This design comes from an exercise in tuning for small area on the open sky130 flow, not from production work.
Function was checked by simulation only, so behaviour that the tests miss may differ from the original.
No activity file was given, so power comes from the tool's default toggle rates.

==> try-garnet: inputs <==
// fpgaSynth
module fpgaSynth (
	input  logic        MAX10_CLK2_50,
	input  logic        arstN,
	input  logic        cfgWe,
	input  logic        cfgKind,
	input  logic [1:0]  cfgVoice,
	input  logic [31:0] cfgData,
	output logic        i2sSclk,
	output logic        i2sLrclk,
	output logic        i2sData
);
	logic [7:0]  c;
	logic        fill;
	logic        running;
	logic [1:0]  vIdx;
	logic        fallTick;
	logic        firstFrame;
	logic        firstVoice;
	assign fallTick   = c[2:0] == 3'd7;
	assign firstFrame = fill && c >= 8'd249 && c <= 8'd252;
	assign firstVoice = vIdx == 2'd0;
	logic [31:0] incrReg [4];
	logic [15:0] ampReg  [4];
	logic [1:0]  waveReg [4];
	logic [3:0]  incrSet;
	always_ff @(posedge MAX10_CLK2_50) begin
		if (cfgWe) begin
			if (!cfgKind) incrReg[cfgVoice] <= cfgData;
			else          ampReg[cfgVoice]  <= cfgData[15:0];
		end
	end
	always_ff @(posedge MAX10_CLK2_50 or negedge arstN) begin
		if (!arstN) begin
			for (int v = 0; v < 4; v++) waveReg[v] <= 2'd3;
			incrSet <= '0;
		end else if (cfgWe) begin
			if (!cfgKind) incrSet[cfgVoice] <= 1'b1;
			else          waveReg[cfgVoice] <= cfgData[17:16];
		end
	end
	logic [31:0] ph [5];
	logic        phCarry;
	logic [31:0] curPhase;
	logic [31:0] curIncr;
	logic [16:0] loCarry;
	logic [15:0] loSum;
	logic [16:0] hiCarry;
	logic [15:0] hiSum;
	logic [16:0] incCarry;
	logic [15:0] incSum;
	logic [31:0] phNext;
	assign curPhase = firstFrame ? 32'd0 : ph[0];
	assign curIncr  = (running && incrSet[vIdx]) ? incrReg[vIdx] : 32'd0;
	assign loCarry[0]  = 1'b0;
	assign hiCarry[0]  = 1'b0;
	assign incCarry[0] = phCarry;
	for (genvar i = 0; i < 16; i++) begin : g_add
		assign loSum[i]      = curPhase[i] ^ curIncr[i] ^ loCarry[i];
  ...
==> module fpgaSynth, before the edit <==
module fpgaSynth (
	input  logic        MAX10_CLK2_50,
	input  logic        arstN,
	input  logic        cfgWe,
	input  logic        cfgKind,
	input  logic [1:0]  cfgVoice,
	input  logic [31:0] cfgData,
	output logic        i2sSclk,
	output logic        i2sLrclk,
	output logic        i2sData
);
	logic [7:0]  c;
	logic        fill;
	logic        running;
	logic [1:0]  vIdx;
	logic        fallTick;
	logic        firstFrame;
	logic        firstVoice;
	assign fallTick   = c[2:0] == 3'd7;
	assign firstFrame = fill && c >= 8'd249 && c <= 8'd252;
	assign firstVoice = vIdx == 2'd0;
	logic [31:0] incrReg [4];
	logic [15:0] ampReg  [4];
	logic [1:0]  waveReg [4];
	logic [3:0]  incrSet;
	always_ff @(posedge MAX10_CLK2_50) begin
		if (cfgWe) begin
			if (!cfgKind) incrReg[cfgVoice] <= cfgData;
			else          ampReg[cfgVoice]  <= cfgData[15:0];
		end
	end
	always_ff @(posedge MAX10_CLK2_50 or negedge arstN) begin
		if (!arstN) begin
			for (int v = 0; v < 4; v++) waveReg[v] <= 2'd3;
			incrSet <= '0;
		end else if (cfgWe) begin
			if (!cfgKind) incrSet[cfgVoice] <= 1'b1;
			else          waveReg[cfgVoice] <= cfgData[17:16];
		end
	end
	logic [31:0] ph [5];
	logic        phCarry;
	logic [31:0] curPhase;
	logic [31:0] curIncr;
	logic [16:0] loCarry;
	logic [15:0] loSum;
	logic [16:0] hiCarry;
	logic [15:0] hiSum;
	logic [16:0] incCarry;
	logic [15:0] incSum;
	logic [31:0] phNext;
	assign curPhase = firstFrame ? 32'd0 : ph[0];
	assign curIncr  = (running && incrSet[vIdx]) ? incrReg[vIdx] : 32'd0;
	assign loCarry[0]  = 1'b0;
	assign hiCarry[0]  = 1'b0;
	assign incCarry[0] = phCarry;
	for (genvar i = 0; i < 16; i++) begin : g_add
		assign loSum[i]      = curPhase[i] ^ curIncr[i] ^ loCarry[i];
		assign loCarry[i+1]  = (curPhase[i] & curIncr[i]) | (loCarry[i] & (curPhase[i] ^ curIncr[i]));
		assign hiSum[i]      = curPhase[16+i] ^ curIncr[16+i] ^ hiCarry[i];
		assign hiCarry[i+1]  = (curPhase[16+i] & curIncr[16+i]) | (hiCarry[i] & (curPhase[16+i] ^ curIncr[16+i]));
		assign incSum[i]     = ph[3][16+i] ^ incCarry[i];
		assign incCarry[i+1] = ph[3][16+i] & incCarry[i];
	end
	assign phNext = {incSum, ph[3][15:0]};
	always_ff @(posedge MAX10_CLK2_50) begin
		ph[0]   <= ph[1];
		ph[1]   <= ph[2];
		ph[2]   <= fill ? ph[4] : phNext;
		ph[4]   <= phNext;
		ph[3]   <= {hiSum, loSum};
		phCarry <= loCarry[16];
	end
	logic [1:0]  curWave;
	logic [15:0] curAmp;
	logic [14:0] fold;
	logic [15:0] waveVal;
	assign curWave = waveReg[vIdx];
	assign curAmp  = ampReg[vIdx];
	assign fold    = curPhase[31] ? ~curPhase[30:16] : curPhase[30:16];
	always_comb begin
		case (curWave)
			2'd0:    waveVal = curPhase[31:16];
			2'd1:    waveVal = curPhase[31] ? 16'h8000 : 16'h7fff;
			2'd2:    waveVal = {~fold[14], fold[13:0], 1'b0};
			default: waveVal = '0;
		endcase
	end
	logic [17:0] accS;
	logic [17:0] accC;
	logic        accCin;
	logic [17:0] nS;
	logic [17:0] nC;
	logic        c16;
	synthMac mac0 (
		.w    (waveVal),
		.a    (curAmp),
		.accS (firstVoice ? 18'd0 : accS),
		.accC (firstVoice ? 18'd0 : accC),
		.cin  (firstVoice ? 1'b0 : accCin),
		.nS   (nS),
		.nC   (nC),
		.c16  (c16)
	);
	always_ff @(posedge MAX10_CLK2_50) begin
		if (running) begin
			accS   <= nS;
			accC   <= nC;
			accCin <= c16;
		end
	end
	logic [17:0] mixSum;
	logic [15:0] mixed;
	assign mixSum = accS + accC + {17'd0, accCin};
	always_comb begin
		if (!mixSum[17] && mixSum[16:15] != 2'b00)     mixed = 16'h7fff;
		else if (mixSum[17] && mixSum[16:15] != 2'b11) mixed = 16'h8000;
		else                                           mixed = mixSum[15:0];
	end
	logic [127:0] ring;
	logic [127:0] ringNext;
	logic [2:0]   slot;
	logic [3:0]   bitIdx;
	logic         rightHalf;
	logic         fillWrite;
	logic         swap;
	logic [7:0]   tapBits;
	logic         newBit;
	assign bitIdx    = 4'd14 - c[6:3];
	assign rightHalf = c >= 8'd127 && c <= 8'd247;
	assign fillWrite = fill && !running && c != 8'd248;
	assign swap      = !fill && fallTick && rightHalf;
	assign newBit    = mixed[bitIdx];
	assign tapBits = {ring[93], ring[98], ring[103], ring[108], ring[113], ring[118], ring[123], ring[0]};
	always_comb begin
		ringNext = {ring[126:0], ring[127]};
		if (fillWrite) begin
			for (int b = 0; b < 16; b++) ringNext[7 + 8 * b] = mixed[b];
		end
		if (swap) begin
			case (slot)
				3'd0: ringNext[1]   = newBit;
				3'd1: ringNext[124] = newBit;
				3'd2: ringNext[119] = newBit;
				3'd3: ringNext[114] = newBit;
				3'd4: ringNext[109] = newBit;
				3'd5: ringNext[104] = newBit;
				3'd6: ringNext[99]  = newBit;
				default: ringNext[94] = newBit;
			endcase
		end
	end
	always_ff @(posedge MAX10_CLK2_50) begin
		ring <= ringNext;
	end
	always_ff @(posedge MAX10_CLK2_50 or negedge arstN) begin
		if (!arstN) begin
			c       <= 8'd248;
			fill    <= 1'b1;
			running <= 1'b0;
			vIdx    <= '0;
			slot    <= '0;
			i2sData <= 1'b0;
		end else begin
			c <= c + 1'b1;
			if (c == 8'd33) fill <= 1'b0;
			if (running) begin
				vIdx <= vIdx + 1'b1;
				if (vIdx == 2'd3) running <= 1'b0;
			end else if (fill || c == 8'd0) begin
				running <= 1'b1;
			end
			if (c == 8'd247) slot <= slot + 1'b1;
			if (fallTick) i2sData <= tapBits[slot];
		end
	end
	assign i2sSclk  = c[2];
	assign i2sLrclk = c[7] & ~fill;
endmodule
clock: 12.0 ns
lec_check: 0
cap_margin: 20
core_margin: 2
core_utilization: 55
cts_buf_list: sky130_fd_sc_hd__clkbuf_16
cts_cluster_diameter: 100
cts_cluster_size: 28
slew_margin: 20
standard.sh (not shown) runs the stock make flow with config.mk's settings and CLKGATE_MAP_FILE= SYNTH_SCRIPT=/design/flow/synth_recipe.tcl, a recipe that flattens the netlist after the stock synthesis.
==> flow/flow/run.sh <==
#!/bin/bash
# Layout flow: the standard ORFS layout with two changes.
# 1. Yosys's "synth" normally runs a quick "abc -fast" before ORFS extracts
#    full adders; that pass rewrites the explicit carry-save adder trees with
#    mixed polarities, and the extracted full adders then need inverters
#    between them. SYNTH_ARGS=-noabc skips only that early pass; ORFS's own
#    ABC mapping still runs afterwards.
# 2. Every port still gets its own buffer, but a plain buf_1 instead of the
#    clkdlybuf4s50_1 that buffer_ports picks by default.
# Registers, floorplan, power grid, placement, CTS and routing are standard.
set -euo pipefail
export SYNTH_ARGS="-noabc"
export BUFFER_PORTS_ARGS="-buffer_cell sky130_fd_sc_hd__buf_1"
bash standard.sh > standard_flow.log 2>&1
==> try-ember (differences from try-garnet) <==
--- a/flow/design.v
+++ b/flow/design.v
@@ -1569,12 +1569,15 @@
 	logic        fill;
 	logic        running;
 	logic [1:0]  vIdx;
+	logic [2:0]  wrPtr;
 	logic        fallTick;
 	logic        firstFrame;
 	logic        firstVoice;
+	logic        store;
 	assign fallTick   = c[2:0] == 3'd7;
 	assign firstFrame = fill && c >= 8'd249 && c <= 8'd252;
 	assign firstVoice = vIdx == 2'd0;
+	assign store = fill ? (!running && c != 8'd248) : (c == 8'd248);
 	logic [31:0] incrReg [4];
 	logic [15:0] ampReg  [4];
 	logic [1:0]  waveReg [4];
@@ -1673,41 +1676,13 @@
 		else if (mixSum[17] && mixSum[16:15] != 2'b11) mixed = 16'h8000;
 		else                                           mixed = mixSum[15:0];
 	end
-	logic [127:0] ring;
-	logic [127:0] ringNext;
-	logic [2:0]   slot;
-	logic [3:0]   bitIdx;
-	logic         rightHalf;
-	logic         fillWrite;
-	logic         swap;
-	logic [7:0]   tapBits;
-	logic         newBit;
-	assign bitIdx    = 4'd14 - c[6:3];
-	assign rightHalf = c >= 8'd127 && c <= 8'd247;
-	assign fillWrite = fill && !running && c != 8'd248;
-	assign swap      = !fill && fallTick && rightHalf;
-	assign newBit    = mixed[bitIdx];
-	assign tapBits = {ring[93], ring[98], ring[103], ring[108], ring[113], ring[118], ring[123], ring[0]};
-	always_comb begin
-		ringNext = {ring[126:0], ring[127]};
-		if (fillWrite) begin
-			for (int b = 0; b < 16; b++) ringNext[7 + 8 * b] = mixed[b];
-		end
-		if (swap) begin
-			case (slot)
-				3'd0: ringNext[1]   = newBit;
-				3'd1: ringNext[124] = newBit;
-				3'd2: ringNext[119] = newBit;
-				3'd3: ringNext[114] = newBit;
-				3'd4: ringNext[109] = newBit;
-				3'd5: ringNext[104] = newBit;
-				3'd6: ringNext[99]  = newBit;
-				default: ringNext[94] = newBit;
-			endcase
-		end
-	end
+	logic [15:0] mem [8];
+	logic [2:0]  rdSlot;
+	logic [3:0]  bitIdx;
+	assign rdSlot = fill ? 3'd0 : wrPtr;
+	assign bitIdx = 4'd14 - c[6:3];
 	always_ff @(posedge MAX10_CLK2_50) begin
-		ring <= ringNext;
+		if (store) mem[wrPtr] <= mixed;
 	end
 	always_ff @(posedge MAX10_CLK2_50 or negedge arstN) begin
 		if (!arstN) begin
@@ -1715,7 +1690,7 @@
 			fill    <= 1'b1;
 			running <= 1'b0;
 			vIdx    <= '0;
-			slot    <= '0;
+			wrPtr   <= '0;
 			i2sData <= 1'b0;
 		end else begin
 			c <= c + 1'b1;
@@ -1726,8 +1701,8 @@
 			end else if (fill || c == 8'd0) begin
 				running <= 1'b1;
 			end
-			if (c == 8'd247) slot <= slot + 1'b1;
-			if (fallTick) i2sData <= tapBits[slot];
+			if (store) wrPtr <= wrPtr + 1'b1;
+			if (fallTick) i2sData <= mem[rdSlot][bitIdx];
 		end
 	end
 	assign i2sSclk  = c[2];
==> flow/run.sh (new file) <==
#!/bin/bash
# synth_recipe.tcl (not shown) runs the flow's synth.tcl, then flattens the netlist and writes it again
# the make line also repeats each setting of config.mk as NAME=value (left out here)
make -C /OpenROAD-flow-scripts/flow DESIGN_CONFIG=/design/flow/config.mk WORK_HOME=/design/flow/orfs CLKGATE_MAP_FILE= SYNTH_SCRIPT=/design/flow/synth_recipe.tcl finish
Settings changed: CORE_UTILIZATION 55 to 40, CTS_CLUSTER_DIAMETER 100 to 120, CTS_CLUSTER_SIZE 28 to 24.
removed: flow/flow/run.sh
removed: flow/standard.sh
==> results.txt <==
Result of the run: try-ember finished clean; try-garnet finished clean
Mux contribution to synthesized area: try-ember 0.0803; try-garnet 0.0683
Routed length on met3: try-ember 2.34 mm; try-garnet 2.40 mm
Switching power of the nets: try-ember 1.60 mW; try-garnet 1.45 mW
Number of well-tap cells placed: try-ember 940; try-garnet 607
Multi-input comb cells: try-ember 1210; try-garnet 1191
Metal1 wirelength: try-ember 26.3 mm; try-garnet 23.6 mm
Combinational-cell power consumption: try-ember 1.66 mW; try-garnet 1.52 mW
Initial Utilization: try-ember 0.405; try-garnet 0.556
Core occupancy in the finished layout: try-ember 0.440; try-garnet 0.589
Power of the clock network: try-ember 1.04 mW; try-garnet 977 uW
Netlist area before placement: try-ember 0.0283 mm2; try-garnet 0.0258 mm2
Stages on worst setup path: try-ember 21; try-garnet 19
Synth unique cells: try-ember 74; try-garnet 75

## separate check: timing with driven ports
Ports are ideal in the flow. The routed layouts listed here were re-timed in OpenROAD.
Step 1, drivers: a clkbuf_16 drives MAX10_CLK2_50 and a buf_2 each remaining input, both assumed.
Step 2 times the ports against the registers' clock, not the clock port: input delays grow and output delays shrink by t, the midpoint of the rising clock arrivals with the driver on.
Slacks: ideal / step 1 / step 2; pairs: ideal / step 1.
run	t (ns)	setup slack, ns	hold WS [ns]
try-garnet	0.653	3.639 / 3.639 / 3.639	0.327 / 0.327 / 0.327
try-ember	0.661	3.353 / 3.353 / 3.353	0.301 / 0.301 / 0.301
After both steps every run listed still meets setup and hold.
